Background: an optimization exercise with open tools, aiming at small area, a short achievable clock period and few clock cycles. Do not read the settings as production practice. At most, simulation tests tie the RTL to the original design; equivalence was not proved. The RTL of runs 1 to 3 was laid out without a check of its function. Power is estimated from default activity; no workload was simulated.

==> flow/design.v, too long to show whole: its modules and the start of the top module <==
// module accq_nq_tree: 308 lines
// module accq_top: 325 lines
// module accq_eng: 48 lines
module accq_top (
  input  logic        clk_i,
  input  logic        rst_ni,
  input  logic        cmd_valid_i,
  input  logic [9:0]  cmd_i,
  output logic        cmd_ready_o,
  input  logic        psum_valid_i,
  input  logic [31:0] psum_i,
  output logic        psum_ready_o,
  input  logic        norm_valid_i,
  input  logic [12:0] norm_i,
  output logic        norm_ready_o,
  output logic        out_valid_o,
  output logic [63:0] out_o,
  input  logic        out_ready_i,
  output logic        busy_o
);
  // ...
==> flow/run.sh <==
#!/bin/bash
# synth_recipe.tcl (not shown) runs the flow's synth.tcl, then flattens the netlist and writes it again
# the make line also repeats each setting of config.mk as NAME=value (left out here)
make -C /OpenROAD-flow-scripts/flow DESIGN_CONFIG=/design/flow/config.mk WORK_HOME=/design/flow/orfs CLKGATE_MAP_FILE= SYNTH_SCRIPT=/design/flow/synth_recipe.tcl finish
==> flow/config.mk <==
export PLATFORM = sky130hd
export DESIGN_NAME = accq_top
export DESIGN_NICKNAME = accq_top
export VERILOG_FILES = /design/flow/design.v
export SDC_FILE = /design/flow/constraint.sdc
export NUM_CORES = 4
export LEC_CHECK = 0
export ABC_AREA = 1
export CAP_MARGIN = 20
export CORE_MARGIN = 2
export CORE_UTILIZATION = 40
export SLEW_MARGIN = 20
==> flow/constraint.sdc <==
create_clock -name core_clock -period 10.0 [get_ports {clk_i}]
set_input_delay 2.0000 -clock core_clock [delete_from_list [all_inputs] [get_ports {clk_i}]]
set_output_delay 2.0000 -clock core_clock [all_outputs]
set_load 0.01 [all_outputs]
==> impl_metrics.yaml, run 1 <==
critical_path:
  r2r-start: "hp[0]"
  worstSetupEndpoint: "norm_ready_q"
  r2r_setup_slack_ns: 5.89
  cp_data_required_time_ns: 10.50
  r2r_cells: 15
  arrival_ns: 4.62
route:
  firstDrtPassIters: 6
  route.top_layer_used: "met4"
final_layout:
  areaGrowthSynthToFinish_pct: 16.2
  top_area_cell_class: "multi-input gates"
  multi_input_gates: 1860
  regArea_mm2: 0.0108
  postLayoutCoreUtil: 0.468
  diodes: 0
logic_synthesis:
  yosys.area.top_type: "dfxtp_1"
  synth_compound_area_frac: 0.134
  synthFlopType: "dfxtp_1"
  synth_cells: 2820
  synth-simple-area-share: 0.149
  async_flop_share: 0.141
global_routing:
  grt_busiest_layer: "met2"
  track_usage: 0.228
  grtUsageMet1: 0.298
  grt_pass1_vias: 20000
  antenna_found_initial: 0
pwr:
  cellLeakagePower_uw: 0.0130
  comb_power_share: 0.479
floorplanning:
  core-area_mm2: 0.0616
timing:
  period_minus_slack_ns: 4.11
hold_path:
  min_to: "kc_q[0]"
  hp-start: "kb_q[0]"
  hold_path_class: "flop to flop"
clocking:
  cts.clk_slew.worst_paths_ns: 0.07
  ctsRootBufferMaster: "clkbuf_16"
run:
  maxCapViolCount: 0
run_status:
  outcome: "finished clean"
==> module accq_top, before the edit <==
module accq_top (
  input  logic        clk_i,
  input  logic        rst_ni,
  input  logic        cmd_valid_i,
  input  logic [9:0]  cmd_i,
  output logic        cmd_ready_o,
  input  logic        psum_valid_i,
  input  logic [31:0] psum_i,
  output logic        psum_ready_o,
  input  logic        norm_valid_i,
  input  logic [12:0] norm_i,
  output logic        norm_ready_o,
  output logic        out_valid_o,
  output logic [63:0] out_o,
  input  logic        out_ready_i,
  output logic        busy_o
);
  localparam logic [1:0] OP_CLEAR = 2'd0;
  localparam logic [1:0] OP_ACCUM = 2'd1;
  localparam logic [1:0] OP_NQ    = 2'd2;
  localparam logic [1:0] OP_SO    = 2'd3;
  logic [31:0] ring [8];
  logic [2:0]  hp;
  logic        q0_v;
  logic [1:0]  q0_op;
  logic [7:0]  q0_len;
  logic        cmd_ready_q;
  logic [7:0]  rem;             
  logic [2:0]  ptr;             
  logic        add_after_nq;    
  logic        nq_since_add;    
  logic        nq_act;
  logic [2:0]  nq_idx;
  logic        so_after, clear_after;
  logic        tail_eng;        
  logic [7:0]  cleared;
  logic        fresh;           
  logic        so_busy, so_cap;
  logic        out_valid_q;
  logic [63:0] out_sh;
  logic        busy_q;
  logic        psum_ready_q, norm_ready_q;
  logic        add_fire_q;
  logic [31:0] psum_q;
  logic        head_clr_q;
  logic        sa_v, sb_v, sc_v;
  logic        sb_last_so, sc_last_so;
  logic [3:0]  b_one_q, b_two_q, b_neg_q;   
  logic        b_s7_q;
  logic [4:0]  ka_q, kb_q, kc_q;
  logic [7:0]  sa_hi_q;
  logic [39:0] ca_q;
  logic [7:0]  p_hi_q;
  logic [31:0] head, sum;
  logic [39:0] tree_s, tree_c;
  logic [39:0] pb;
  logic [39:0] pc;
  logic [7:0]  q;
  logic [7:0]  hbyte;
  logic        cap;
  assign head = head_clr_q ? 32'd0 : ring[0];
  assign sum  = head + psum_q;
  accq_nq_tree u_tree (.a(ring[7]), .one(b_one_q), .two(b_two_q), .neg(b_neg_q), .s7(b_s7_q),
                       .sum_o(tree_s), .carry_o(tree_c));
  assign pb = {sa_hi_q, ring[6]} + ca_q;
  assign pc = {p_hi_q, ring[5]};
  logic [22:0] x1;
  logic [14:0] x2;
  logic [10:0] x3;
  logic [8:0]  x4;
  logic [7:0]  win;
  logic [31:0] ne, ge;
  logic        ovf;
  always_comb begin
    x1  = kc_q[4] ? pc[38:16] : pc[22:0];
    x2  = kc_q[3] ? x1[22:8]  : x1[14:0];
    x3  = kc_q[2] ? x2[14:4]  : x2[10:0];
    x4  = kc_q[1] ? x3[10:2]  : x3[8:0];
    win = kc_q[0] ? x4[8:1]   : x4[7:0];
    ne  = pc[38:7] ^ {32{pc[39]}};
    for (int j = 0; j < 32; j++) ge[j] = (5'(j) >= kc_q);
    ovf = |(ne & ge);
    q   = ovf ? (pc[39] ? 8'h80 : 8'h7f) : win;
  end
  assign hbyte = head_clr_q ? 8'd0 : ring[0][7:0];
  always_ff @(posedge clk_i) begin
    for (int m = 0; m < 4; m++) ring[m] <= ring[m+1];
    ring[4] <= sc_v ? {{24{q[7]}}, q} : ring[5];
    ring[5] <= sb_v ? pb[31:0] : ring[6];
    ring[6] <= sa_v ? tree_s[31:0] : ring[7];
    ring[7] <= add_fire_q ? sum : ring[0];
    sa_hi_q <= tree_s[39:32];
    ca_q    <= tree_c;
    p_hi_q  <= pb[39:32];
    kb_q    <= ka_q;
    kc_q    <= kb_q;
    psum_q  <= psum_i;
    ka_q    <= norm_i[4:0];
    if (sc_v || cap) out_sh <= {(sc_v ? q : hbyte), out_sh[63:8]};
  end
  logic        psum_hs, norm_hs, cmd_hs;
  logic [7:0]  rem_n;
  logic [2:0]  ptr_n, nq_idx_n, hp_n;
  logic        nq_act_n, add_after_nq_n, nq_since_add_n, so_after_n, clear_after_n, tail_eng_n;
  logic [7:0]  cleared_n;
  logic        fresh_n, so_busy_n, so_cap_n, out_valid_n;
  logic        q0_v_n;
  logic [1:0]  q0_op_n;
  logic [7:0]  q0_len_n;
  logic        disp, fold;
  logic        pipe_busy;
  assign psum_hs   = psum_valid_i & psum_ready_q;
  assign norm_hs   = norm_valid_i & norm_ready_q;
  assign cmd_hs    = cmd_valid_i & cmd_ready_q;
  assign cap       = so_busy & (so_cap | (hp == 3'd0));
  assign hp_n      = hp + 3'd1;
  assign pipe_busy = sa_v | sb_v | sc_v;
  logic [7:0] e_rem    [4];
  logic [2:0] e_ptr    [4];
  logic [2:0] e_nq_idx [4];
  logic       e_nq_act [4];
  logic       e_aan    [4];
  logic       e_disp   [4];
  logic       e_prdy   [4];
  logic       e_nrdy   [4];
  for (genvar g = 0; g < 4; g++) begin : g_eng
    accq_eng u_eng (
      .ph_i(g[1]), .nh_i(g[0]),
      .rem_i(rem), .ptr_i(ptr), .nq_idx_i(nq_idx), .nq_act_i(nq_act),
      .add_after_nq_i(add_after_nq), .nq_since_add_i(nq_since_add),
      .q0_v_i(q0_v), .q0_op_i(q0_op), .q0_len_i(q0_len), .so_busy_i(so_busy),
      .pipe_busy_i(pipe_busy), .out_valid_i(out_valid_q), .hp_i(hp),
      .rem_o(e_rem[g]), .ptr_o(e_ptr[g]), .nq_idx_o(e_nq_idx[g]), .nq_act_o(e_nq_act[g]),
      .aan_o(e_aan[g]), .disp_acc_o(e_disp[g]), .psum_rdy_o(e_prdy[g]), .norm_rdy_o(e_nrdy[g])
    );
  end
  logic [1:0] hsel;
  logic       psum_ready_n, norm_ready_n;
  assign hsel         = {psum_hs, norm_hs};
  assign psum_ready_n = e_prdy[hsel];
  assign norm_ready_n = e_nrdy[hsel];
  always_comb begin
    rem_n          = e_rem[hsel];
    ptr_n          = e_ptr[hsel];
    nq_idx_n       = e_nq_idx[hsel];
    nq_act_n       = e_nq_act[hsel];
    add_after_nq_n = e_aan[hsel];
    nq_since_add_n = nq_since_add;
    so_after_n     = so_after;
    clear_after_n  = clear_after;
    tail_eng_n     = tail_eng;
    cleared_n      = cleared;
    fresh_n        = fresh;
    so_busy_n      = so_busy;
    so_cap_n       = so_cap;
    out_valid_n    = out_valid_q & ~out_ready_i;
    q0_v_n         = q0_v;
    q0_op_n        = q0_op;
    q0_len_n       = q0_len;
    if (add_fire_q) cleared_n[hp] = 1'b0;
    if (sa_v && clear_after) cleared_n[hp - 3'd1] = 1'b1;
    if (sc_v && sc_last_so) out_valid_n = 1'b1;
    if (cap) begin
      so_cap_n = (hp != 3'd7);
      if (hp == 3'd7) begin
        so_busy_n   = 1'b0;
        out_valid_n = 1'b1;
        fresh_n     = 1'b1;
      end
    end
    disp = 1'b0;
    if (q0_v && !so_busy) begin
      case (q0_op)
        OP_ACCUM: disp = e_disp[hsel];
        OP_NQ:    disp = !nq_act && !pipe_busy && !out_valid_q;
        OP_SO:    disp = (rem == 8'd0) && !nq_act && !pipe_busy && !out_valid_q;
        default:  disp = (rem == 8'd0) && !nq_act;
      endcase
    end
    if (disp) begin
      q0_v_n = 1'b0;
      case (q0_op)
        OP_ACCUM: begin
          nq_since_add_n = 1'b0;
          if (q0_len != 8'd0) fresh_n = 1'b0;
          tail_eng_n = 1'b0;
        end
        OP_NQ: begin
          so_after_n     = 1'b0;
          clear_after_n  = 1'b0;
          nq_since_add_n = 1'b1;
          fresh_n        = 1'b1;
          tail_eng_n     = 1'b1;
        end
        OP_SO: begin
          if (fresh) out_valid_n = 1'b1;
          else begin
            so_busy_n = 1'b1;
            so_cap_n  = 1'b0;
          end
          tail_eng_n = 1'b0;
        end
        default: begin
          cleared_n  = 8'hff;
          fresh_n    = 1'b0;
          tail_eng_n = 1'b0;
        end
      endcase
    end
    fold = 1'b0;
    if (cmd_hs) begin
      if (tail_eng && nq_act_n) begin
        if (cmd_i[9:8] == OP_SO && !so_after && !clear_after) fold = 1'b1;
        if (cmd_i[9:8] == OP_CLEAR) fold = 1'b1;
      end
      if (fold) begin
        if (cmd_i[9:8] == OP_SO) so_after_n = 1'b1;
        else begin
          clear_after_n = 1'b1;
          fresh_n       = 1'b0;
          for (int j = 0; j < 8; j++) if (3'(j) < nq_idx) cleared_n[j] = 1'b1;
        end
      end else begin
        q0_v_n     = 1'b1;
        q0_op_n    = cmd_i[9:8];
        q0_len_n   = cmd_i[7:0];
        tail_eng_n = 1'b0;
      end
    end
  end
  logic [7:0] s_eff;
  logic [9:0] by;
  logic [3:0] bd_one, bd_two, bd_neg;
  logic       bd_s7;
  always_comb begin
    s_eff = cleared_n[hp] ? 8'd0 : norm_i[12:5];
    by    = {1'b0, s_eff, 1'b0};
    for (int i = 0; i < 4; i++) begin
      bd_one[i] = by[2*i+1] ^ by[2*i];
      bd_two[i] = (by[2*i+2] & ~by[2*i+1] & ~by[2*i]) | (~by[2*i+2] & by[2*i+1] & by[2*i]);
      bd_neg[i] = by[2*i+2];
    end
    bd_s7 = s_eff[7];
  end
  logic busy_n;
  assign busy_n = q0_v_n || (rem_n != 8'd0) || nq_act_n || norm_hs || pipe_busy ||
                  so_busy_n || out_valid_n;
  always_ff @(posedge clk_i or negedge rst_ni) begin
    if (!rst_ni) begin
      hp           <= '0;
      q0_v         <= 1'b0;
      q0_op        <= '0;
      q0_len       <= '0;
      cmd_ready_q  <= 1'b0;
      rem          <= '0;
      ptr          <= '0;
      add_after_nq <= 1'b0;
      nq_since_add <= 1'b0;
      nq_act       <= 1'b0;
      nq_idx       <= '0;
      so_after     <= 1'b0;
      clear_after  <= 1'b0;
      tail_eng     <= 1'b0;
      cleared      <= 8'hff;
      fresh        <= 1'b0;
      so_busy      <= 1'b0;
      so_cap       <= 1'b0;
      out_valid_q  <= 1'b0;
      busy_q       <= 1'b0;
      psum_ready_q <= 1'b0;
      norm_ready_q <= 1'b0;
      add_fire_q   <= 1'b0;
      head_clr_q   <= 1'b1;
      b_one_q      <= '0;
      b_two_q      <= '0;
      b_neg_q      <= '0;
      b_s7_q       <= 1'b0;
      sa_v         <= 1'b0;
      sb_v         <= 1'b0;
      sc_v         <= 1'b0;
      sb_last_so   <= 1'b0;
      sc_last_so   <= 1'b0;
    end else begin
      hp           <= hp_n;
      q0_v         <= q0_v_n;
      q0_op        <= q0_op_n;
      q0_len       <= q0_len_n;
      cmd_ready_q  <= ~q0_v_n;
      rem          <= rem_n;
      ptr          <= ptr_n;
      add_after_nq <= add_after_nq_n;
      nq_since_add <= nq_since_add_n;
      nq_act       <= nq_act_n;
      nq_idx       <= nq_idx_n;
      so_after     <= so_after_n;
      clear_after  <= clear_after_n;
      tail_eng     <= tail_eng_n;
      cleared      <= cleared_n;
      fresh        <= fresh_n;
      so_busy      <= so_busy_n;
      so_cap       <= so_cap_n;
      out_valid_q  <= out_valid_n;
      busy_q       <= busy_n;
      psum_ready_q <= psum_ready_n;
      norm_ready_q <= norm_ready_n;
      add_fire_q   <= psum_hs;
      head_clr_q   <= cleared_n[hp_n];
      b_one_q      <= bd_one;
      b_two_q      <= bd_two;
      b_neg_q      <= bd_neg;
      b_s7_q       <= bd_s7;
      sa_v         <= norm_hs;
      sb_v         <= sa_v;
      sc_v         <= sb_v;
      sb_last_so   <= sa_v && (hp == 3'd0) && so_after;
      sc_last_so   <= sb_last_so;
    end
  end
  assign cmd_ready_o  = cmd_ready_q;
  assign psum_ready_o = psum_ready_q;
  assign norm_ready_o = norm_ready_q;
  assign out_valid_o  = out_valid_q;
  assign out_o        = out_sh;
  assign busy_o       = busy_q;
endmodule
==> module accq_eng, before the edit <==
module accq_eng (
  input  logic       ph_i,
  input  logic       nh_i,
  input  logic [7:0] rem_i,
  input  logic [2:0] ptr_i,
  input  logic [2:0] nq_idx_i,
  input  logic       nq_act_i,
  input  logic       add_after_nq_i,
  input  logic       nq_since_add_i,
  input  logic       q0_v_i,
  input  logic [1:0] q0_op_i,
  input  logic [7:0] q0_len_i,
  input  logic       so_busy_i,
  input  logic       pipe_busy_i,
  input  logic       out_valid_i,
  input  logic [2:0] hp_i,
  output logic [7:0] rem_o,
  output logic [2:0] ptr_o,
  output logic [2:0] nq_idx_o,
  output logic       nq_act_o,
  output logic       aan_o,
  output logic       disp_acc_o,
  output logic       psum_rdy_o,
  output logic       norm_rdy_o
);
  logic [2:0] hp_n, dd;
  always_comb begin
    rem_o      = rem_i - {7'd0, ph_i};
    ptr_o      = ptr_i + {2'd0, ph_i};
    nq_idx_o   = nq_idx_i + {2'd0, nh_i};
    nq_act_o   = nq_act_i & ~(nh_i & (nq_idx_i == 3'd7));
    aan_o      = add_after_nq_i & nq_act_o;
    disp_acc_o = q0_v_i && !so_busy_i && (q0_op_i == 2'd1) && (rem_o == 8'd0);
    if (disp_acc_o) begin
      rem_o = q0_len_i;
      if (nq_since_add_i) ptr_o = 3'd0;
      aan_o = nq_act_o;
    end
    if (q0_v_i && !so_busy_i && (q0_op_i == 2'd2) && !nq_act_i && !pipe_busy_i && !out_valid_i)
      nq_act_o = 1'b1;
    hp_n = hp_i + 3'd1;
    dd   = hp_n - ptr_o;
    psum_rdy_o = (rem_o != 8'd0) && (ptr_o == hp_i + 3'd2) &&
                 (!aan_o || !nq_act_o || (ptr_o < nq_idx_o));
    norm_rdy_o = nq_act_o && (nq_idx_o == hp_n) &&
                 (aan_o || (rem_o == 8'd0) || ((rem_o[7:3] == 5'd0) && (dd >= rem_o[2:0])));
  end
endmodule
==> inputs of run 2 (changes only) <==
--- a/flow/design.v
+++ b/flow/design.v
@@ -47,4 +47,154 @@
   } state_e;
 endpackage
+module accq_add40 (input logic [39:0] a, input logic [39:0] b, output logic [39:0] y);
+  logic [39:0] p, g;
+  assign p = a ^ b;
+  assign g = a & b;
+  wire G1 = g[1] | (p[1] & g[0]);
+  wire G2 = g[3] | (p[3] & g[2]);
+  wire P2 = p[3] & p[2];
+  wire G3 = g[5] | (p[5] & g[4]);
+  wire P3 = p[5] & p[4];
+  wire G4 = g[7] | (p[7] & g[6]);
+  wire P4 = p[7] & p[6];
+  wire G5 = g[9] | (p[9] & g[8]);
+  wire P5 = p[9] & p[8];
+  wire G6 = g[11] | (p[11] & g[10]);
+  wire P6 = p[11] & p[10];
+  wire G7 = g[13] | (p[13] & g[12]);
+  wire P7 = p[13] & p[12];
+  wire G8 = g[15] | (p[15] & g[14]);
+  wire P8 = p[15] & p[14];
+  wire G9 = g[17] | (p[17] & g[16]);
+  wire P9 = p[17] & p[16];
+  wire G10 = g[19] | (p[19] & g[18]);
+  wire P10 = p[19] & p[18];
+  wire G11 = g[21] | (p[21] & g[20]);
+  wire P11 = p[21] & p[20];
+  wire G12 = g[23] | (p[23] & g[22]);
+  wire P12 = p[23] & p[22];
+  wire G13 = g[25] | (p[25] & g[24]);
+  wire P13 = p[25] & p[24];
+  wire G14 = g[27] | (p[27] & g[26]);
+  wire P14 = p[27] & p[26];
+  wire G15 = g[29] | (p[29] & g[28]);
+  wire P15 = p[29] & p[28];
+  wire G16 = g[31] | (p[31] & g[30]);
+  wire P16 = p[31] & p[30];
+  wire G17 = g[33] | (p[33] & g[32]);
+  wire P17 = p[33] & p[32];
+  wire G18 = g[35] | (p[35] & g[34]);
+  wire P18 = p[35] & p[34];
+  wire G19 = g[37] | (p[37] & g[36]);
+  wire P19 = p[37] & p[36];
+  wire G20 = g[39] | (p[39] & g[38]);
+  wire P20 = p[39] & p[38];
+  wire G21 = G2 | (P2 & G1);
+  wire G22 = G4 | (P4 & G3);
+  wire P22 = P4 & P3;
+  wire G23 = G6 | (P6 & G5);
+  wire P23 = P6 & P5;
+  wire G24 = G8 | (P8 & G7);
+  wire P24 = P8 & P7;
+  wire G25 = G10 | (P10 & G9);
+  wire P25 = P10 & P9;
+  wire G26 = G12 | (P12 & G11);
+  wire P26 = P12 & P11;
+  wire G27 = G14 | (P14 & G13);
+  wire P27 = P14 & P13;
+  wire G28 = G16 | (P16 & G15);
+  wire P28 = P16 & P15;
+  wire G29 = G18 | (P18 & G17);
+  wire P29 = P18 & P17;
+  wire G30 = G20 | (P20 & G19);
+  wire P30 = P20 & P19;
+  wire G31 = G22 | (P22 & G21);
+  wire G32 = G24 | (P24 & G23);
+  wire P32 = P24 & P23;
+  wire G33 = G26 | (P26 & G25);
+  wire P33 = P26 & P25;
+  wire G34 = G28 | (P28 & G27);
+  wire P34 = P28 & P27;
+  wire G35 = G30 | (P30 & G29);
+  wire P35 = P30 & P29;
+  wire G36 = G32 | (P32 & G31);
+  wire G37 = G34 | (P34 & G33);
+  wire P37 = P34 & P33;
+  wire G38 = G37 | (P37 & G36);
+  wire G39 = G33 | (P33 & G36);
+  wire G40 = G35 | (P35 & G38);
+  wire G41 = G23 | (P23 & G31);
+  wire G42 = G25 | (P25 & G36);
+  wire G43 = G27 | (P27 & G39);
+  wire G44 = G29 | (P29 & G38);
+  wire G45 = G3 | (P3 & G21);
+  wire G46 = G5 | (P5 & G31);
+  wire G47 = G7 | (P7 & G41);
+  wire G48 = G9 | (P9 & G36);
+  wire G49 = G11 | (P11 & G42);
+  wire G50 = G13 | (P13 & G39);
+  wire G51 = G15 | (P15 & G43);
+  wire G52 = G17 | (P17 & G38);
+  wire G53 = G19 | (P19 & G44);
+  wire G54 = g[2] | (p[2] & G1);
+  wire G55 = g[4] | (p[4] & G21);
+  wire G56 = g[6] | (p[6] & G45);
+  wire G57 = g[8] | (p[8] & G31);
+  wire G58 = g[10] | (p[10] & G46);
+  wire G59 = g[12] | (p[12] & G41);
+  wire G60 = g[14] | (p[14] & G47);
+  wire G61 = g[16] | (p[16] & G36);
+  wire G62 = g[18] | (p[18] & G48);
+  wire G63 = g[20] | (p[20] & G42);
+  wire G64 = g[22] | (p[22] & G49);
+  wire G65 = g[24] | (p[24] & G39);
+  wire G66 = g[26] | (p[26] & G50);
+  wire G67 = g[28] | (p[28] & G43);
+  wire G68 = g[30] | (p[30] & G51);
+  wire G69 = g[32] | (p[32] & G38);
+  wire G70 = g[34] | (p[34] & G52);
+  wire G71 = g[36] | (p[36] & G44);
+  wire G72 = g[38] | (p[38] & G53);
+  assign y[0] = p[0];
+  assign y[1] = p[1] ^ g[0];
+  assign y[2] = p[2] ^ G1;
+  assign y[3] = p[3] ^ G54;
+  assign y[4] = p[4] ^ G21;
+  assign y[5] = p[5] ^ G55;
+  assign y[6] = p[6] ^ G45;
+  assign y[7] = p[7] ^ G56;
+  assign y[8] = p[8] ^ G31;
+  assign y[9] = p[9] ^ G57;
+  assign y[10] = p[10] ^ G46;
+  assign y[11] = p[11] ^ G58;
+  assign y[12] = p[12] ^ G41;
+  assign y[13] = p[13] ^ G59;
+  assign y[14] = p[14] ^ G47;
+  assign y[15] = p[15] ^ G60;
+  assign y[16] = p[16] ^ G36;
+  assign y[17] = p[17] ^ G61;
+  assign y[18] = p[18] ^ G48;
+  assign y[19] = p[19] ^ G62;
+  assign y[20] = p[20] ^ G42;
+  assign y[21] = p[21] ^ G63;
+  assign y[22] = p[22] ^ G49;
+  assign y[23] = p[23] ^ G64;
+  assign y[24] = p[24] ^ G39;
+  assign y[25] = p[25] ^ G65;
+  assign y[26] = p[26] ^ G50;
+  assign y[27] = p[27] ^ G66;
+  assign y[28] = p[28] ^ G43;
+  assign y[29] = p[29] ^ G67;
+  assign y[30] = p[30] ^ G51;
+  assign y[31] = p[31] ^ G68;
+  assign y[32] = p[32] ^ G38;
+  assign y[33] = p[33] ^ G69;
+  assign y[34] = p[34] ^ G52;
+  assign y[35] = p[35] ^ G70;
+  assign y[36] = p[36] ^ G44;
+  assign y[37] = p[37] ^ G71;
+  assign y[38] = p[38] ^ G53;
+  assign y[39] = p[39] ^ G72;
+endmodule
 module accq_nq_tree (
   input  logic [31:0] a,    
@@ -378,4 +528,6 @@
   logic [31:0] ring [8];
   logic [2:0]  hp;
+  logic [2:0]  pr_q;    
+  logic [2:0]  nr_q;    
   logic        q0_v;
   logic [1:0]  q0_op;
@@ -419,5 +571,5 @@
   accq_nq_tree u_tree (.a(ring[7]), .one(b_one_q), .two(b_two_q), .neg(b_neg_q), .s7(b_s7_q),
                        .sum_o(tree_s), .carry_o(tree_c));
-  assign pb = {sa_hi_q, ring[6]} + ca_q;
+  accq_add40 u_add40 (.a({sa_hi_q, ring[6]}), .b(ca_q), .y(pb));
   assign pc = {p_hi_q, ring[5]};
   logic [22:0] x1;
@@ -486,5 +638,5 @@
       .add_after_nq_i(add_after_nq), .nq_since_add_i(nq_since_add),
       .q0_v_i(q0_v), .q0_op_i(q0_op), .q0_len_i(q0_len), .so_busy_i(so_busy),
-      .pipe_busy_i(pipe_busy), .out_valid_i(out_valid_q), .hp_i(hp),
+      .pipe_busy_i(pipe_busy), .out_valid_i(out_valid_q), .hp_i(hp), .pr_i(pr_q), .nr_i(nr_q),
       .rem_o(e_rem[g]), .ptr_o(e_ptr[g]), .nq_idx_o(e_nq_idx[g]), .nq_act_o(e_nq_act[g]),
       .aan_o(e_aan[g]), .disp_acc_o(e_disp[g]), .psum_rdy_o(e_prdy[g]), .norm_rdy_o(e_nrdy[g])
@@ -566,5 +718,5 @@
     fold = 1'b0;
     if (cmd_hs) begin
-      if (tail_eng && nq_act_n) begin
+      if (tail_eng && nq_act && !(norm_ready_q && nq_idx == 3'd7)) begin
         if (cmd_i[9:8] == OP_SO && !so_after && !clear_after) fold = 1'b1;
         if (cmd_i[9:8] == OP_CLEAR) fold = 1'b1;
@@ -590,5 +742,5 @@
   logic       bd_s7;
   always_comb begin
-    s_eff = cleared_n[hp] ? 8'd0 : norm_i[12:5];
+    s_eff = (head_clr_q & ~add_fire_q) ? 8'd0 : norm_i[12:5];
     by    = {1'b0, s_eff, 1'b0};
     for (int i = 0; i < 4; i++) begin
@@ -605,4 +757,6 @@
     if (!rst_ni) begin
       hp           <= '0;
+      pr_q         <= '0;
+      nr_q         <= '0;
       q0_v         <= 1'b0;
       q0_op        <= '0;
@@ -639,4 +793,6 @@
     end else begin
       hp           <= hp_n;
+      pr_q         <= ptr_n - hp_n;
+      nr_q         <= nq_idx_n - hp_n;
       q0_v         <= q0_v_n;
       q0_op        <= q0_op_n;
@@ -696,4 +852,6 @@
   input  logic       out_valid_i,
   input  logic [2:0] hp_i,
+  input  logic [2:0] pr_i,       
+  input  logic [2:0] nr_i,       
   output logic [7:0] rem_o,
   output logic [2:0] ptr_o,
@@ -705,5 +863,6 @@
   output logic       norm_rdy_o
 );
-  logic [2:0] hp_n, dd;
+  logic [2:0] pr_o, nr_o;   
+  logic [2:0] dd;
   always_comb begin
     rem_o      = rem_i - {7'd0, ph_i};
@@ -715,14 +874,18 @@
     if (disp_acc_o) begin
       rem_o = q0_len_i;
-      if (nq_since_add_i) ptr_o = 3'd0;
       aan_o = nq_act_o;
     end
     if (q0_v_i && !so_busy_i && (q0_op_i == 2'd2) && !nq_act_i && !pipe_busy_i && !out_valid_i)
       nq_act_o = 1'b1;
-    hp_n = hp_i + 3'd1;
-    dd   = hp_n - ptr_o;
-    psum_rdy_o = (rem_o != 8'd0) && (ptr_o == hp_i + 3'd2) &&
+    pr_o = pr_i + {2'd0, ph_i} - 3'd1;
+    if (disp_acc_o && nq_since_add_i) begin
+      ptr_o = 3'd0;
+      pr_o  = 3'd7 - hp_i;
+    end
+    nr_o = nr_i + {2'd0, nh_i} - 3'd1;
+    dd   = 3'd0 - pr_o;
+    psum_rdy_o = (rem_o != 8'd0) && (pr_o == 3'd1) &&
                  (!aan_o || !nq_act_o || (ptr_o < nq_idx_o));
-    norm_rdy_o = nq_act_o && (nq_idx_o == hp_n) &&
+    norm_rdy_o = nq_act_o && (nr_o == 3'd0) &&
                  (aan_o || (rem_o == 8'd0) || ((rem_o[7:3] == 5'd0) && (dd >= rem_o[2:0])));
   end
--- a/flow/config.mk
+++ b/flow/config.mk
@@ -9,4 +9,6 @@
 export CAP_MARGIN = 20
 export CORE_MARGIN = 2
-export CORE_UTILIZATION = 40
+export CORE_UTILIZATION = 60
+export CTS_BUF_LIST = sky130_fd_sc_hd__clkbuf_8
+export CTS_CLUSTER_SIZE = 30
 export SLEW_MARGIN = 20
==> impl_metrics.yaml, run 2 <==
timing:
  rsz0062_at_grt: "false"
  fin_ws_ns: 6.01
  relSlewSlack: 0.265
  period_minus_slack_ns: 3.99
  fin_tns_setup_ns: 0
  finalMaxSlewViolations: 0
  worst-slew-pin-transition_ns: 1.10
  clock_skew_ns: 0.0272
  post-route-period-util: 0.399
  fmax_mhz: 251
  finalSetupViolations: 0
  hold_ws_ns: 0.312
  hold_viol_final: 0
hold_path:
  hp-start: "ring[1][7]"
  hold_path_class: "flop to flop"
logic_synthesis:
  synth.avg_cell_area_um2: 8.99
  yosysSeqAreaShare: 0.442
  async_flop_share: 0.151
  ys_types: 64
  synth_common_cells: "550 x nand2_1, 358 x dfxtp_1, 332 x inv_1, 191 x o21ai_0, 156 x xor2_1"
  syn_nets: 3054
  ys_top_cells_by_area: "dfxtp_1 29%, fa_1 8.9%, nand2_1 8.3%, edfxtp_1 7.7%, dfrtp_1 6.6%"
  yosysTopAreaCellShare: 0.288
  synth_edf_count: 64
  yosysMostFrequentCell: "nand2_1"
  synthFlopType: "dfxtp_1"
  yosys.area.top_type: "dfxtp_1"
  synth_cells: 2762
  yosys_warnings: 12
  synth-seq-cells: 497
  syn-cell-area_mm2: 0.0248
clocking:
  post_cts_buffers: 0
  cts.clk_slew.worst_paths_ns: 0.06
  clock_latency_ns: 0.67
  cts_tree: "built"
  cts_buffer_depth: 3
  clock_sinks: 497
  cts_resized: 0
  cts_buffers: 81
  postCtsHoldBufs: 0
  ctsRootBufferMaster: "clkbuf_8"
  htreeDepth: 3
global_routing:
  grt_pass1_wl_mm: 105
  antenna_found_initial: 1
  grt_pass1_vias: 19300
  track_usage: 0.310
  grt_overflow: 0
  grt_start_max_net_pins: 70
final_layout:
  final_common_cell: "nand2_1"
  areaGrowthSynthToFinish_pct: 13.9
  nets: 3190
  regMostFlops: "ring"
  final_cell_mix: "549 x nand2_1, 358 x dfxtp_1, 353 x inv_1"
  drive_above_1_share: 0.0689
  regArea_mm2: 0.0110
  multi_input_area_mm2: 0.0121
  fill_cells: 3275
  fin_area_mm2: 0.0283
  largest_reg_flops: 256
  largest_registers: "ring: 256 flops, out_sh: 64 flops, ca_q: 39 flops"
pwr:
  ir_drop_uv: 237
  power.density_mw_per_mm2: 331
  cellLeakagePower_uw: 0.0133
critical_path:
  cp_data_required_time_ns: 10.53
  arrival_ns: 4.52
  crit_type: "input port to flop"
  end_kind: "flop"
  cp_max_fo: 17
  worstSetupStartpointType: "input port"
  r2r-start: "b_neg_q[0]"
  critPathLaunch: "psum_valid_i"
route:
  ant_nets: 0
  firstDrtPassIters: 5
  drt_iter0_drc: 1583
  drc: 0
  wl_per_cell_um: 19.1
  wirelength_mm: 66.8
  vias: 19600
  viasPerCell: 5.62
placement:
  gp_congestion: 0.950
  hpwl_mm: 49.1
  placed_area_mm2: 0.0265
  io_buffers: 129
  place_ws_ns: 5.36
floorplanning:
  core-area_mm2: 0.0408
  chipWidth_um: 207
  io_pins: 130
  rows: 74
  die_area_mm2: 0.0431
  initial_utilization: 0.608
  die_y_um: 207
run_status:
  outcome: "finished clean"
run:
  maxCapViolCount: 0
==> run 2: cell type report <==
type,count,area share
Inverter,373,0.0495
Sequential cell,497,0.388
Multi-Input combinational cell,1800,0.426
Antenna cell,1,0.0000885
Clock buffer,97,0.0472
Tap cell,532,0.0235
Timing Repair Buffer,145,0.0529
Clock inverter,48,0.0126
==> run 2: stage by stage <==
step / power, uW / instances / util
after global routing: 10100 / 3492 / 0.693
after CTS: 9340 / 3488 / 0.691
after global placement: 7270 / 3341 / 0.648
final: 9360 / 3493 / 0.693
after detailed placement: 7490 / 3343 / 0.649
after floorplan: 6120 / 2762 / -
==> run 2: worst paths after layout <==
path | endpoint | slack (ns) | cells after the start
worst min register to register | ring[0][7] | 0.31 | 0
worst min-delay path | ring[0][7] | 0.31 | 0
max in group asynchronous | sa_v | 7.68 | 2
worst max-delay path | pr_q[2] | 6.01 | 8
min in group asynchronous | b_neg_q[3] | 1.14 | 1
worst max register to register | ring[6][18] | 6.05 | 9
==> run 2: cells by family (layout without fill, tap and decap cells) <==
logic type	after synthesis	in the layout	share of synthesized area
muxes	1	1	0.000453
buffers and inverters	465	663	0.0731
other	0	1	0
and+or+nand+nor	882	882	0.151
adders and majority gates	231	231	0.150
xor gates and xnor gates	191	191	0.0676
DFF	497	497	0.442
AOI/OAI and AO/OA	495	495	0.116
==> run 2: per-layer routing <==
| layer | vias to the layer above | track usage | part of all wire |
|---|---|---|---|
| met5 | - | 0 | 0 |
| met4 | 0 | 0.103 | 0.030 |
| met1 | 9396 | 0.426 | 0.44 |
| met2 | 786 | 0.497 | 0.46 |
| li1 | 9291 | - | - |
| met3 | 145 | 0.0596 | 0.072 |
==> run 2: power breakdown <==
part | total, uW | internal (uW) | switching [uW]
combinational | 4080 | 1590 | 2490
clock | 1820 | 995 | 825
sequential | 3470 | 2890 | 579
total | 9360 | 5470 | 3890
==> run 2: critical path: stages <==
cell and delay (ns):
clkdlybuf4s50_1 0.46, nand2_1 0.32, inv_1 0.52, o21ai_0 0.22
ha_1 0.26, fa_1 0.39, xor2_1 0.16, xor2_1 0.18
==> inputs of run 3 (changes only) <==
--- a/flow/config.mk
+++ b/flow/config.mk
@@ -10,5 +10,3 @@
 export CORE_MARGIN = 2
 export CORE_UTILIZATION = 60
-export CTS_BUF_LIST = sky130_fd_sc_hd__clkbuf_8
-export CTS_CLUSTER_SIZE = 30
 export SLEW_MARGIN = 20
==> impl_metrics.yaml, run 3 <==
final_layout:
  regMostFlops: "ring"
  areaGrowthSynthToFinish_pct: 14.3
  fill_cells: 3230
  multi_input_area_mm2: 0.0121
  largest_registers: "ring: 256 flops, out_sh: 64 flops, ca_q: 39 flops"
  drive_above_1_share: 0.0557
  largest_reg_flops: 256
  regArea_mm2: 0.0110
  final_cell_mix: "549 x nand2_1, 358 x dfxtp_1, 327 x inv_1"
  final_common_cell: "nand2_1"
  nets: 3158
logic_synthesis:
  synthFlopType: "dfxtp_1"
  synth-seq-cells: 497
  synth_cells: 2762
  syn_nets: 3054
  yosysMostFrequentCell: "nand2_1"
  synth-simple-area-share: 0.151
  synth_top_family_by_area: "simple AND/OR/NAND/NOR gates"
  synth_compound_area_frac: 0.116
  synth-xor-area-share: 0.0676
  synth_edf_count: 64
  synth_common_cells: "550 x nand2_1, 358 x dfxtp_1, 332 x inv_1, 191 x o21ai_0, 156 x xor2_1"
  ys_top_cells_by_area: "dfxtp_1 29%, fa_1 8.9%, nand2_1 8.3%, edfxtp_1 7.7%, dfrtp_1 6.6%"
  syn-cell-area_mm2: 0.0248
  synthAdderAreaFrac: 0.150
  yosys_warnings: 12
  async_flop_share: 0.151
  yosys.area.top_type: "dfxtp_1"
  yosysSeqAreaShare: 0.442
  synth.avg_cell_area_um2: 8.99
  ys_types: 64
  synthMuxAreaShare: 0.000453
  yosysTopAreaCellShare: 0.288
timing:
  worst-slew-pin-transition_ns: 1.08
  relSlewSlack: 0.273
  clock_skew_ns: 0.0284
  post-route-period-util: 0.405
  finalSetupViolations: 0
  hold_ws_ns: 0.304
  finalMaxSlewViolations: 0
  period_minus_slack_ns: 4.05
  rsz0062_at_grt: "false"
  hold_viol_final: 0
  fin_tns_setup_ns: 0
  fmax_mhz: 247
route:
  viasPerCell: 5.64
  ant_nets: 0
  drc: 0
  firstDrtPassIters: 6
  vias: 19400
  wl_per_cell_um: 19.4
  drt_iter0_drc: 1595
  wirelength_mm: 66.6
critical_path:
  critPathLaunch: "psum_valid_i"
  worstSetupEndpoint: "pr_q[2]"
  r2r-start: "b_neg_q[0]"
  crit_type: "input port to flop"
  r2r_cells: 9
  r2r_setup_slack_ns: 6.03
  end_kind: "flop"
  cp_data_required_time_ns: 10.48
  rr_endpoint: "ring[6][14]"
  worstSetupStartpointType: "input port"
  cp_max_fo: 17
  arrival_ns: 4.53
pwr:
  report.power.total_uw: 9560
  power.density_mw_per_mm2: 337
  cellLeakagePower_uw: 0.0133
  ir_drop_uv: 231
global_routing:
  grt_overflow: 0
  grt_pass1_vias: 19100
  antenna_found_initial: 2
  grt_pass1_wl_mm: 105
  track_usage: 0.309
  grt_start_max_net_pins: 70
floorplanning:
  die_y_um: 207
  core-area_mm2: 0.0408
  rows: 74
  initial_utilization: 0.608
  die_area_mm2: 0.0431
  chipWidth_um: 207
  io_pins: 130
clocking:
  clock_latency_ns: 0.61
  cts_resized: 0
  cts_buffers: 50
  post_cts_buffers: 0
  cts_tree: "built"
  cts_buffer_depth: 3
  cts.clk_slew.worst_paths_ns: 0.06
  htreeDepth: 2
  postCtsHoldBufs: 0
  clock_sinks: 497
  ctsRootBufferMaster: "clkbuf_16"
hold_path:
  hold_depth: 0
  hold_path_class: "flop to flop"
placement:
  gp_congestion: 0.950
  io_buffers: 129
  hpwl_mm: 49.1
run:
  maxCapViolCount: 0
run_status:
  outcome: "finished clean"
run 3: cell types whose count changed in the layout (fill, tap and decap cells not counted), sizes merged:
cell,change
inv,-27
clkinvlp,-2
clkbuf,-24
buf,-1
bufinv,+2
run 3: worst min path at each step:
stage,startpoint,endpoint,slack [ns]
final,ring[1][7],ring[0][7],0.30
after global routing,ring[1][7],ring[0][7],0.33
after CTS,ring[1][7],ring[0][7],0.31
after detailed placement,ring[1][20],ring[0][20],0.31
after global placement,ring[1][31],ring[0][31],0.31
after floorplan,ka_q[0],kb_q[0],0.31
run 3: power by group:
group          switching, uW  internal (uW)
clock network            808           1190
logic                   2500           1590
registers                585           2890
total                   3890           5670
run 3: cells by family (layout without fill, tap and decap cells):
group / count (synthesis) / in the layout
compound gates: 495 / 495
other cells: 0 / 1
mux: 1 / 1
buf+inv: 465 / 611
simple gates: 882 / 882
fa+ha+maj: 231 / 231
xor+xnor: 191 / 191
flops: 497 / 497
run 3: cell type report:
class | count | area share
repair buffers | 144 | 0.0525
diodes | 1 | 0.0000882
flip-flops and latches | 497 | 0.387
clock buffers | 73 | 0.0519
multi-input cells | 1800 | 0.425
inverters | 373 | 0.0493
well taps | 532 | 0.0234
clock inverters | 21 | 0.0113
run 3: metrics by stage:
step | util | instance area [um2] | worst slack, ns | std cells
3_3_place_gp | 0.648 | 26500 | 5.39 | 3341
2_1_floorplan | - | 24800 | 6.25 | 2762
3_5_place_dp | 0.649 | 26500 | 5.36 | 3343
5_1_grt | 0.695 | 28400 | 5.77 | 3440
4_1_cts | 0.693 | 28300 | 5.99 | 3437
6_report | 0.695 | 28400 | 5.95 | 3441
run 3: layer usage:
layer | track usage | share of wire | up-vias
met5 | 0 | 0.00020 | -
met4 | 0.0988 | 0.031 | 2
met3 | 0.0505 | 0.074 | 143
met2 | 0.496 | 0.46 | 757
met1 | 0.430 | 0.44 | 9293
li1 | - | - | 9213
run 3: worst max-delay path: stages:
cell,delay (ns)
clkdlybuf4s50_1,0.46
nand2_1,0.32
inv_1,0.52
o21ai_0,0.23
ha_1,0.26
fa_1,0.38
xor2_1,0.16
xor2_1,0.18
==> inputs of run 4 (changes only) <==
--- a/flow/design.v
+++ b/flow/design.v
@@ -597,5 +597,5 @@
     ring[5] <= sb_v ? pb[31:0] : ring[6];
     ring[6] <= sa_v ? tree_s[31:0] : ring[7];
-    ring[7] <= add_fire_q ? sum : ring[0];
+    ring[7] <= sum;   
     sa_hi_q <= tree_s[39:32];
     ca_q    <= tree_c;
@@ -603,5 +603,5 @@
     kb_q    <= ka_q;
     kc_q    <= kb_q;
-    psum_q  <= psum_i;
+    psum_q  <= psum_hs ? psum_i : 32'd0;
     ka_q    <= norm_i[4:0];
     if (sc_v || cap) out_sh <= {(sc_v ? q : hbyte), out_sh[63:8]};
==> impl_metrics.yaml, run 4 <==
floorplanning:
  io_pins: 130
  rows: 74
  initial_utilization: 0.607
  core-area_mm2: 0.0407
  die_y_um: 207
  chipWidth_um: 207
  die_area_mm2: 0.0429
critical_path:
  cp_num_buf_inv: 3
  cp.depth: 10
  worstSetupStartpointType: "input port"
  r2r_cells: 9
  crit_type: "input port to flop"
  cp_slowest_cell: "clkinv_1"
  max_stage_delay_ns: 0.61
  crit_chain: "clkdlybuf4s50_1 -> nand2_2 -> buf_4 -> clkinv_1 -> o21ai_0 -> o21ai_0 -> ha_1 -> fa_1 -> xor2_1 -> xor2_1"
  crit_family: "buffers and inverters"
  cp_max_fo: 49
  cp_data_required_time_ns: 10.47
  end_kind: "flop"
  arrival_ns: 4.89
logic_synthesis:
  yosysSeqAreaShare: 0.444
  synthMuxAreaShare: 0
  synth_common_cells: "537 x nand2_1, 360 x inv_1, 358 x dfxtp_1, 168 x xor2_1, 164 x nor2_1"
  yosysTopAreaCellShare: 0.290
  synth-seq-cells: 497
  synth_compound_area_frac: 0.106
  syn-cell-area_mm2: 0.0247
  yosysMostFrequentCell: "nand2_1"
  syn_nets: 3059
  yosys.area.top_type: "dfxtp_1"
  async_flop_share: 0.151
  synth-simple-area-share: 0.152
  ys_top_cells_by_area: "dfxtp_1 29%, fa_1 8.9%, nand2_1 8.1%, edfxtp_1 7.8%, dfrtp_1 6.7%"
  synth_cells: 2767
  synth.avg_cell_area_um2: 8.94
  synthFlopType: "dfxtp_1"
  synth_top_family_by_area: "simple AND/OR/NAND/NOR gates"
  synthAdderAreaFrac: 0.150
  synth-xor-area-share: 0.0722
  yosys_warnings: 12
  synth_edf_count: 64
  ys_types: 56
route:
  vias: 19200
  ant_nets: 0
  drc: 0
  viasPerCell: 5.57
  wl_per_cell_um: 19.0
  drt_iter0_drc: 1768
  firstDrtPassIters: 6
  wirelength_mm: 65.4
clocking:
  cts_resized: 0
  clock_latency_ns: 0.61
  cts_buffer_depth: 3
  clock_sinks: 497
  postCtsHoldBufs: 0
  cts_tree: "built"
  cts.clk_slew.worst_paths_ns: 0.07
  cts_buffers: 51
  ctsRootBufferMaster: "clkbuf_16"
  htreeDepth: 2
  post_cts_buffers: 0
pwr:
  ir_drop_uv: 200
  cellLeakagePower_uw: 0.0133
  p_sw_uw: 3040
  comb_power_share: 0.380
  pwr-share-seq: 0.369
  sw_frac_of_total: 0.375
  clock_power_share: 0.252
  power.density_mw_per_mm2: 286
  internal_power_uw: 5060
global_routing:
  grt_util_met3: 0.0672
  track_usage: 0.305
  grt_start_max_net_pins: 69
  antenna_found_initial: 2
  grt_pass1_wl_mm: 104
  grt_pass1_vias: 19100
  gr-usage-met2: 0.484
  grtUsageMet1: 0.418
  grt_busiest_layer: "met2"
  grt_overflow: 0
timing:
  hold_ws_ns: 0.321
  relSlewSlack: 0.239
  worst-slew-pin-transition_ns: 1.14
  post-route-period-util: 0.441
  fin_tns_setup_ns: 0
  clock_skew_ns: 0.0154
  hold_viol_final: 0
  finalSetupViolations: 0
  fmax_mhz: 227
  rsz0062_at_grt: "false"
  period_minus_slack_ns: 4.41
  finalMaxSlewViolations: 0
final_layout:
  areaGrowthSynthToFinish_pct: 14.6
  fin_area_mm2: 0.0284
  nets: 3161
  largest_reg_flops: 256
  largest_registers: "ring: 256 flops, out_sh: 64 flops, ca_q: 39 flops"
  final_cell_mix: "535 x nand2_1, 358 x dfxtp_1, 355 x inv_1"
  final_common_cell: "nand2_1"
  drive_above_1_share: 0.0522
  regMostFlops: "ring"
placement:
  io_buffers: 129
  hpwl_mm: 47.2
  gp_congestion: 0.942
  placed_area_mm2: 0.0264
run_status:
  outcome: "finished clean"
hold_path:
  hold_depth: 0
  hold_path_class: "flop to flop"
run:
  maxCapViolCount: 0
[run 4: area by class of cell]
class                      count  area [um2]
clock inverter                29         412
timing repair buffer         143        1480
inverter                     400        1500
clock buffer                  66        1440
antenna                        1        2.50
fill                        3179       12400
tap                          532         666
multi-input combinational   1776       11900
sequential                   497       11000
[run 4: per-stage QoR]
step           std cells  power [uW]  utilization  worst slack [ns]
6_report            3444        8110        0.696              5.59
5_1_grt             3443        8670        0.696              5.36
4_1_cts             3439        8080        0.694              5.66
3_5_place_dp        3344        6020        0.648              5.02
3_3_place_gp        3343        5870        0.648              5.04
2_1_floorplan       2767        5010            -              6.32
[run 4: path summary, 6_finish.rpt]
path / startpoint / end / slack, ns
max: psum_valid_i / pr_q[2] / 5.59
min: ring[4][22] / ring[3][22] / 0.32
max reg2reg: b_neg_q[0] / ring[6][22] / 6.04
min reg2reg: ring[4][22] / ring[3][22] / 0.32
max in group asynchronous: rst_ni / b_neg_q[3] / 7.67
min in group asynchronous: rst_ni / nq_idx[0] / 1.35
[run 4: kinds of logic after synthesis]
family / Yosys count
AND/OR/NAND/NOR: 894
flip-flops: 497
buffers and inverters: 494
AO/OA/AOI/OAI: 447
adder cells (fa/ha/maj): 231
XOR/XNOR: 204
[run 4: power by group through the flow]
stage / clock network, uW / logic [uW] / registers [uW]
after detailed placement: 0 / 3000 / 3020
after global placement: 0 / 2880 / 2990
after floorplan: 0 / 2100 / 2910
after global routing: 2140 / 3480 / 3050
after CTS: 2070 / 3030 / 2990
final: 2040 / 3080 / 2990
[run 4: routing by layer]
metal	vias up	routed length, um
li1	9139	-
met1	9141	28300
met5	-	0
met4	0	1960
met3	131	5480
met2	787	29700
Testbench counts of run 4, summed over its fixed seeds: cycles 13,168.
==> inputs of run 5 (changes only) <==
==> flow/flow/run.sh (new file) <==
#!/bin/bash
# Own flow: the standard layout (standard.sh, standard synthesis unchanged) with
#  - port buffers of buf_2 instead of the default delay buffer,
#  - a clock tree without dummy loads, built from clkbuf_8,
#  - a tighter setup repair target.
# make's own output goes to standard_flow.log; ORFS keeps each step's log under orfs/logs.
set -euo pipefail
bash standard.sh \
  "BUFFER_PORTS_ARGS=-buffer_cell sky130_fd_sc_hd__buf_2" \
  "CTS_ARGS=-sink_clustering_enable -repair_clock_nets -dont_use_dummy_load -buf_list sky130_fd_sc_hd__clkbuf_8" \
  "SETUP_SLACK_MARGIN=6.6" \
  finish > standard_flow.log 2>&1
==> flow/standard.sh (new file) <==
#!/bin/bash
# synth_recipe.tcl (not shown) runs the flow's synth.tcl, then flattens the netlist and writes it again
# the make line also repeats each setting of config.mk as NAME=value (left out here)
make -C /OpenROAD-flow-scripts/flow DESIGN_CONFIG=/design/flow/config.mk WORK_HOME=/design/flow/orfs CLKGATE_MAP_FILE= SYNTH_SCRIPT=/design/flow/synth_recipe.tcl "${@:-finish}"
removed: flow/run.sh
==> impl_metrics.yaml, run 5 <==
run_status:
  outcome: "finished clean"
placement:
  hpwl_mm: 47.3
  place_inst: 3343
  gp_congestion: 0.965
  io_buffers: 129
global_routing:
  grt_overflow: 0
  track_usage: 0.307
  antenna_found_initial: 0
  grt_pass1_wl_mm: 104
  grt_pass1_vias: 18900
  grt_start_max_net_pins: 69
logic_synthesis:
  yosys.area.top_type: "dfxtp_1"
  syn_nets: 3059
  yosysMostFrequentCell: "nand2_1"
  synth-seq-cells: 497
  ys_types: 56
  yosys_warnings: 12
  synth.avg_cell_area_um2: 8.94
  yosysSeqAreaShare: 0.444
  synth_edf_count: 64
  synth_cells: 2767
  yosysTopAreaCellShare: 0.290
  synthFlopType: "dfxtp_1"
  async_flop_share: 0.151
  ys_top_cells_by_area: "dfxtp_1 29%, fa_1 8.9%, nand2_1 8.1%, edfxtp_1 7.8%, dfrtp_1 6.7%"
  synth_common_cells: "537 x nand2_1, 360 x inv_1, 358 x dfxtp_1, 168 x xor2_1, 164 x nor2_1"
  syn-cell-area_mm2: 0.0247
route:
  viasPerCell: 5.61
  drt_iter0_drc: 1771
  wl_per_cell_um: 19.2
  drc: 0
  vias: 19400
  ant_nets: 0
  wirelength_mm: 66.2
  firstDrtPassIters: 6
critical_path:
  crit_chain: "buf_2 -> nand2_8 -> clkinv_4 -> o21ai_0 -> o21ai_1 -> ha_2 -> fa_2 -> xor2_1 -> xor2_1"
  critPathLaunch: "psum_valid_i"
  cp_data_required_time_ns: 10.49
  arrival_ns: 3.84
  max_stage_delay_ns: 0.33
  cp_slowest_cell: "fa_2"
  end_kind: "flop"
  r2r-start: "b_two_q[0]"
  cp_common_cell: "xor2_1"
  cp_max_fo: 49
  crit_type: "input port to flop"
  worstSetupStartpointType: "input port"
final_layout:
  largest_reg_flops: 256
  final_cell_mix: "534 x nand2_1, 358 x dfxtp_1, 350 x inv_1"
  areaGrowthSynthToFinish_pct: 10.0
  drive_above_1_share: 0.108
  final_common_cell: "nand2_1"
  nets: 3210
  diodes: 0
  fill_cells: 3422
  fin_cells: 3448
  regMostFlops: "ring"
  largest_registers: "ring: 256 flops, out_sh: 64 flops, ca_q: 39 flops"
timing:
  worst-slew-pin-transition_ns: 0.915
  rsz0062_at_grt: "true"
  finalSetupViolations: 0
  finalMaxSlewViolations: 0
  period_minus_slack_ns: 3.34
  fin_tns_setup_ns: 0
  clock_skew_ns: 0.0779
  hold_viol_final: 0
  post-route-period-util: 0.334
  fmax_mhz: 299
  hold_ws_ns: 0.261
  relSlewSlack: 0.384
floorplanning:
  io_pins: 130
  chipWidth_um: 207
  initial_utilization: 0.607
  die_y_um: 207
  rows: 74
  core-area_mm2: 0.0407
  die_area_mm2: 0.0429
clocking:
  cts_tree: "built"
  ctsRootBufferMaster: "clkbuf_8"
  cts.clk_slew.worst_paths_ns: 0.06
  htreeDepth: 3
  clock_latency_ns: 0.67
  clock_sinks: 497
  cts_buffer_depth: 3
  cts_buffers: 80
pwr:
  sw_frac_of_total: 0.398
  internal_power_uw: 4480
  report.power.total_uw: 7430
  p_sw_uw: 2960
  clock_power_share: 0.190
  power.density_mw_per_mm2: 273
  comb_power_share: 0.406
  cellLeakagePower_uw: 0.0130
  ir_drop_uv: 225
  pwr-share-seq: 0.404
hold_path:
  hp-start: "ring[4][31]"
  hold_path_class: "flop to flop"
run:
  maxCapViolCount: 0
## run 5: power groups by stage
stage                     registers (uW)  clock network (uW)  logic, uW
after floorplan                     2910                   0       2100
after detailed placement            3020                   0       2900
final                               3000                1410       3020
after global placement              3000                   0       2780
after CTS                           2990                1450       2940
after global routing                3060                1530       3420
## run 5: worst max-delay path, delay by kind of cell
| family | cells | cell delay, ns |
|---|---|---|
| fa+ha+maj | 2 | 0.55 |
| simple gates | 1 | 0.26 |
| buf+inv | 2 | 0.35 |
| compound gates | 2 | 0.34 |
| xor+xnor | 2 | 0.32 |
## run 5: worst paths after layout
| path | to | slack, ns | cells after the start |
|---|---|---|---|
| min | ring[3][31] | 0.26 | 0 |
| max reg2reg | ring[6][20] | 6.67 | 9 |
| max | pr_q[2] | 6.66 | 9 |
| min reg2reg | ring[3][31] | 0.26 | 0 |
| min in group asynchronous | b_neg_q[2] | 1.21 | 1 |
| max in group asynchronous | sa_v | 7.66 | 2 |
## run 5: cell families (layout without fill, tap and decap cells)
| kind of cell | after synthesis | count (layout) | synth area share |
|---|---|---|---|
| AND/OR/NAND/NOR | 894 | 894 | 0.152 |
| flip-flops | 497 | 497 | 0.444 |
| buffers and inverters | 494 | 643 | 0.0765 |
| AO/OA/AOI/OAI | 447 | 447 | 0.106 |
| adder cells (fa/ha/maj) | 231 | 231 | 0.150 |
| XOR/XNOR | 204 | 204 | 0.0722 |
## run 5: layer usage
layer,vias up,GRT usage,wire length (um)
li1,9210,-,-
met1,9158,0.428,28500
met2,834,0.484,29900
met3,151,0.0600,5900
met4,0,0.0951,1860
met5,-,0,0
## run 5: through the flow
step,cell area (um2),worst slack [ns],util
after floorplan,24800,6.61,-
after global placement,25800,5.94,0.632
after detailed placement,25800,5.85,0.633
after CTS,27000,6.61,0.662
after global routing,27200,6.54,0.668
final,27200,6.66,0.668
## run 5: timing repair
action | CTS | global route
hold buffers | 0 | 0
pin swaps | 3 | 14
cloned | 0 | 5
setup endpoints to repair | 45 | 39
setup buffers | 5 | 14
gates resized for setup | 18 | 23
## run 5: cell type report
class,instances,area (um2),area share
Tap cell,532,666,0.0244
Inverter,400,1550,0.0568
Sequential cell,497,11000,0.403
Multi-Input combinational cell,1776,12000,0.440
Timing Repair Buffer,158,923,0.0339
Clock buffer,80,1100,0.0404
Timing Repair inverter,5,37.5,0.00138
==> inputs of run 6 (changes only) <==
--- a/flow/flow/run.sh
+++ b/flow/flow/run.sh
@@ -9,4 +9,4 @@
   "BUFFER_PORTS_ARGS=-buffer_cell sky130_fd_sc_hd__buf_2" \
   "CTS_ARGS=-sink_clustering_enable -repair_clock_nets -dont_use_dummy_load -buf_list sky130_fd_sc_hd__clkbuf_8" \
-  "SETUP_SLACK_MARGIN=6.6" \
+  "SETUP_SLACK_MARGIN=6.9" \
   finish > standard_flow.log 2>&1
==> impl_metrics.yaml, run 6 <==
critical_path:
  worstSetupStartpointType: "flop"
  crit_family: "flip-flops"
  crit_chain: "buf_2"
  cp_slowest_cell: "edfxtp_1"
  r2r_setup_slack_ns: 6.92
  r2r_cells: 10
  rr_endpoint: "ring[7][30]"
  cp_num_buf_inv: 1
  cp_data_required_time_ns: 8.00
  crit_type: "flop to output pin"
  max_stage_delay_ns: 0.40
  r2r-start: "head_clr_q"
  end_kind: "output pin"
  arrival_ns: 1.22
  cp_max_fo: 2
final_layout:
  largest_reg_flops: 256
  final_cell_mix: "529 x nand2_1, 348 x inv_1, 345 x dfxtp_1"
  drive_above_1_share: 0.175
  regArea_mm2: 0.0110
  fin_cells: 3583
  regMostFlops: "ring"
  areaGrowthSynthToFinish_pct: 15.8
  multi_input_area_mm2: 0.0122
  largest_registers: "ring: 256 flops, out_sh: 64 flops, ca_q: 39 flops"
  final_common_cell: "nand2_1"
  fill_cells: 3186
  nets: 3344
placement:
  place_inst: 3343
  hpwl_mm: 47.8
  gp_congestion: 0.959
  io_buffers: 129
logic_synthesis:
  async_flop_share: 0.151
  yosysSeqAreaShare: 0.444
  synthAdderAreaFrac: 0.150
  ys_types: 56
  yosys.area.top_type: "dfxtp_1"
  synth-seq-cells: 497
  yosysMostFrequentCell: "nand2_1"
  synthFlopType: "dfxtp_1"
  yosys_warnings: 12
  synth.avg_cell_area_um2: 8.94
  synthMuxAreaShare: 0
  synth_compound_area_frac: 0.106
  synth_cells: 2767
  synth-xor-area-share: 0.0722
  ys_top_cells_by_area: "dfxtp_1 29%, fa_1 8.9%, nand2_1 8.1%, edfxtp_1 7.8%, dfrtp_1 6.7%"
  synth_top_family_by_area: "simple AND/OR/NAND/NOR gates"
  syn_nets: 3059
  synth_edf_count: 64
  synth-simple-area-share: 0.152
  yosysTopAreaCellShare: 0.290
  synth_common_cells: "537 x nand2_1, 360 x inv_1, 358 x dfxtp_1, 168 x xor2_1, 164 x nor2_1"
  syn-cell-area_mm2: 0.0247
timing:
  fin_tns_setup_ns: 0
  post-route-period-util: 0.322
  finalMaxSlewViolations: 0
  clock_skew_ns: 0.0515
  rsz0062_at_grt: "true"
  hold_viol_final: 0
  finalSetupViolations: 0
  relSlewSlack: 0.341
  period_minus_slack_ns: 3.22
  fmax_mhz: 311
  hold_ws_ns: 0.301
  worst-slew-pin-transition_ns: 0.989
floorplanning:
  io_pins: 130
  chipWidth_um: 207
  die_area_mm2: 0.0429
  core-area_mm2: 0.0407
  initial_utilization: 0.607
  rows: 74
  die_y_um: 207
route:
  drc: 0
  vias: 20100
  wl_per_cell_um: 19.8
  viasPerCell: 5.62
  wirelength_mm: 71.0
  firstDrtPassIters: 6
  drt_iter0_drc: 1648
  ant_nets: 0
clocking:
  cts_tree: "built"
  ctsRootBufferMaster: "clkbuf_8"
  cts_buffers: 80
  clock_sinks: 497
  cts.clk_slew.worst_paths_ns: 0.06
  cts_buffer_depth: 3
  htreeDepth: 3
  clock_latency_ns: 0.66
global_routing:
  antenna_found_initial: 1
  grt_start_max_net_pins: 75
  grt_pass1_wl_mm: 107
  grt_overflow: 0
  grt_pass1_vias: 19700
  track_usage: 0.318
pwr:
  cellLeakagePower_uw: 0.0136
  power.density_mw_per_mm2: 270
  ir_drop_uv: 229
  report.power.total_uw: 7750
hold_path:
  hold_path_class: "flop to flop"
  hp-start: "ring[3][6]"
  min_to: "ring[2][6]"
  hold_depth: 0
run_status:
  outcome: "finished clean"
run:
  maxCapViolCount: 0
## run 6: worst max path at each step
stage,start,endpoint,depth (start not counted)
after floorplan,psum_valid_i,pr_q[2],9
after global placement,b_neg_q[0],ring[6][9],8
after CTS,out_sh[53],out_o[53],1
after global routing,rem[0],norm_ready_q,22
final,out_sh[53],out_o[53],1
after detailed placement,b_neg_q[0],ring[6][26],9
## run 6: per-stage QoR
step,area [um2],utilization,setup slack [ns]
after floorplan,24900,-,6.64
after global placement,25800,0.634,6.02
after detailed placement,25900,0.635,6.18
after CTS,27700,0.679,6.74
after global routing,28700,0.703,6.69
final,28700,0.703,6.78
## run 6: logic make-up after synthesis
group / after synthesis
fa+ha+maj: 231
xor+xnor: 204
flops: 497
compound gates: 447
simple gates: 894
buf+inv: 494
## run 6: area by class of cell
class                      instances  share of cell area
sequential                       497               0.384
antenna                            1           0.0000873
timing repair inverter            16             0.00349
timing repair buffer             279              0.0678
inverter                         400              0.0579
clock buffer                      80              0.0384
tap                              532              0.0232
multi-input combinational       1778               0.425
## run 6: per-layer routing
metal | GRT usage | wire length, um | vias up
met5 | 0 | 0 | -
met4 | 0.133 | 2730 | 0
met3 | 0.0814 | 6460 | 217
met2 | 0.496 | 32200 | 969
met1 | 0.423 | 29600 | 9458
li1 | - | - | 9480
## run 6: repair_timing
item / in CTS / in global routing
hold buffers: 0 / 0
endpoints found under the setup margin: 144 / 141
pin swaps: 10 / 18
setup buffers: 60 / 80
resized for setup: 46 / 93
gates cloned: 8 / 10
## run 6: power breakdown
part | switching, uW | total (uW) | internal [uW]
logic | 1980 | 3330 | 1350
registers | 411 | 3020 | 2610
clock network | 698 | 1400 | 703
==> inputs of run 7 (changes only) <==
--- a/flow/flow/run.sh
+++ b/flow/flow/run.sh
@@ -9,4 +9,4 @@
   "BUFFER_PORTS_ARGS=-buffer_cell sky130_fd_sc_hd__buf_2" \
   "CTS_ARGS=-sink_clustering_enable -repair_clock_nets -dont_use_dummy_load -buf_list sky130_fd_sc_hd__clkbuf_8" \
-  "SETUP_SLACK_MARGIN=6.9" \
+  "SETUP_SLACK_MARGIN=6.3" \
   finish > standard_flow.log 2>&1
==> impl_metrics.yaml, run 7 <==
clocking:
  cts_buffer_depth: 3
  cts_tree: "built"
  cts_buffers: 81
  clock_latency_ns: 0.66
  postCtsHoldBufs: 0
  clock_sinks: 497
  cts.clk_slew.worst_paths_ns: 0.06
  ctsRootBufferMaster: "clkbuf_8"
  htreeDepth: 3
timing:
  relSlewSlack: 0.285
  rsz0062_at_grt: "false"
  period_minus_slack_ns: 3.48
  clock_skew_ns: 0.0507
  fin_tns_setup_ns: 0
  fin_ws_ns: 6.52
  worst-slew-pin-transition_ns: 1.07
  post-route-period-util: 0.348
  hold_ws_ns: 0.302
  finalMaxSlewViolations: 0
  hold_viol_final: 0
  finalSetupViolations: 0
  fmax_mhz: 288
floorplanning:
  io_pins: 130
  chipWidth_um: 207
  initial_utilization: 0.607
  core-area_mm2: 0.0407
  die_area_mm2: 0.0429
  die_y_um: 207
  rows: 74
logic_synthesis:
  async_flop_share: 0.151
  ys_types: 56
  yosysMostFrequentCell: "nand2_1"
  yosysSeqAreaShare: 0.444
  ys_top_cells_by_area: "dfxtp_1 29%, fa_1 8.9%, nand2_1 8.1%, edfxtp_1 7.8%, dfrtp_1 6.7%"
  syn_nets: 3059
  syn-cell-area_mm2: 0.0247
  synth_cells: 2767
  synth-seq-cells: 497
  yosysTopAreaCellShare: 0.290
  synthFlopType: "dfxtp_1"
  yosys_warnings: 12
  yosys.area.top_type: "dfxtp_1"
  synth_edf_count: 64
  synth_common_cells: "537 x nand2_1, 360 x inv_1, 358 x dfxtp_1, 168 x xor2_1, 164 x nor2_1"
  synth.avg_cell_area_um2: 8.94
placement:
  gp_congestion: 0.934
  place_ws_ns: 5.33
  hpwl_mm: 47.5
  io_buffers: 129
  place_inst: 3345
pwr:
  sw_frac_of_total: 0.396
  power.density_mw_per_mm2: 272
  internal_power_uw: 4440
  comb_power_share: 0.400
  ir_drop_uv: 256
  cellLeakagePower_uw: 0.0129
  clock_power_share: 0.193
  pwr-share-seq: 0.407
  p_sw_uw: 2910
hold_path:
  hold_path_class: "flop to flop"
run:
  maxCapViolCount: 0
final_layout:
  regMostFlops: "ring"
  largest_registers: "ring: 256 flops, out_sh: 64 flops, ca_q: 39 flops"
  areaGrowthSynthToFinish_pct: 9.02
  fin_cells: 3433
  final_common_cell: "nand2_1"
  final_cell_mix: "535 x nand2_1, 358 x dfxtp_1, 353 x inv_1"
  drive_above_1_share: 0.0997
  largest_reg_flops: 256
  nets: 3194
critical_path:
  cp_data_required_time_ns: 10.58
  end_kind: "flop"
  crit_type: "flop to flop"
  worstSetupStartpointType: "flop"
  arrival_ns: 4.05
  cp_max_fo: 6
route:
  vias: 19200
  drc: 0
  firstDrtPassIters: 5
  wl_per_cell_um: 18.9
  ant_nets: 0
  wirelength_mm: 65.0
  drt_iter0_drc: 1472
  viasPerCell: 5.59
global_routing:
  antenna_found_initial: 2
  track_usage: 0.304
  grt_overflow: 0
  grt_pass1_wl_mm: 102
  grt_pass1_vias: 18800
  grt_start_max_net_pins: 69
run_status:
  outcome: "finished clean"
[run 7: power by group through the flow]
stage | clock network (uW) | logic [uW] | registers, uW
global placement | 0 | 2770 | 3000
global route | 1530 | 3340 | 3050
CTS | 1460 | 2920 | 2980
floorplan | 0 | 2100 | 2910
finish | 1420 | 2940 | 2990
detailed placement | 0 | 2900 | 3020
[run 7: metrics by stage]
| stage | util | total power, uW | cell area (um2) |
|---|---|---|---|
| 2_1_floorplan | - | 5010 | 24700 |
| 3_3_place_gp | 0.632 | 5780 | 25800 |
| 3_5_place_dp | 0.633 | 5920 | 25800 |
| 4_1_cts | 0.660 | 7360 | 26900 |
| 5_1_grt | 0.662 | 7920 | 27000 |
| 6_report | 0.662 | 7350 | 27000 |
[run 7: critical path: stages, from the launching register on]
cell      delay, ns
dfrtp_1        0.42
inv_2          0.14
ha_2           0.25
inv_1          0.05
nand2_1        0.05
nand2_1        0.10
nor2_2         0.13
nand3_4        0.10
nor2_8         0.15
nand3_4        0.15
nor2_8         0.19
nor2_1         0.08
a21oi_2        0.14
inv_1          0.08
ha_1           0.19
xor2_1         0.16
ha_1           0.33
nand2_1        0.06
o211ai_1       0.20
nand4_1        0.20
nand3_1        0.12
nand2_1        0.05
nand2_1        0.06
[run 7: path summary, 6_finish.rpt]
path | start | end | slack [ns] | cells past startpoint
worst max-delay path | rem[0] | norm_ready_q | 6.52 | 22
worst min-delay path | ka_q[0] | kb_q[0] | 0.30 | 0
worst max register to register | rem[0] | norm_ready_q | 6.52 | 22
worst min register to register | ka_q[0] | kb_q[0] | 0.30 | 0
max in group asynchronous | rst_ni | b_neg_q[0] | 7.65 | 2
min in group asynchronous | rst_ni | nr_q[2] | 1.23 | 1
[run 7: routing by layer]
metal  global-route usage  wire, um
met1                0.419     28600
met3               0.0672      5120
met5                    0        13
met2                0.477     29300
met4                0.102      1960
[run 7: cell type report]
cell class,count,area [um2]
antenna,1,2.50
inverter,400,1520
timing repair buffer,145,792
multi-input combinational,1777,11900
clock buffer,81,1110
tap,532,666
fill,3439,13800
sequential,497,11000
[run 7: repair_timing]
action                     CTS  global route
setup buffers                1             4
resized for setup            3            11
cloned                       0             1
setup endpoints to repair   16            30
pin swaps                    0             4
[run 7: logic make-up after synthesis]
group | synth area share
DFF | 0.444
xor gates and xnor gates | 0.0722
AOI/OAI and AO/OA | 0.106
and+or+nand+nor | 0.152
adders and majority gates | 0.150
buffers and inverters | 0.0765

-- port drivers added, routing unchanged --
No port has a modelled driver above. Below, the same layouts with a new extraction and two added sets of constraints.
Step 1 assumes that a clkbuf_16 drives the clock port and a buf_2 every other input.
Step 2 also shifts input and output timing later by t, the mid clock arrival at the registers, as if the neighbouring blocks saw the same clock.
Three values: ideal ports, drivers, drivers and shift; two values: the first two.
run | t, ns | setup WS [ns]
run 1 | 0.677 | 5.889 / 5.889 / 5.588
run 2 | 0.714 | 6.012 / 6.044 / 5.330
run 3 | 0.659 | 5.948 / 5.984 / 5.325
run 4 | 0.657 | 5.587 / 5.615 / 4.958
run 5 | 0.682 | 6.656 / 6.673 / 6.003
run 6 | 0.691 | 6.781 / 6.724 / 6.345
run 7 | 0.692 | 6.525 / 6.525 / 5.935
After both steps every run listed still meets setup and hold.
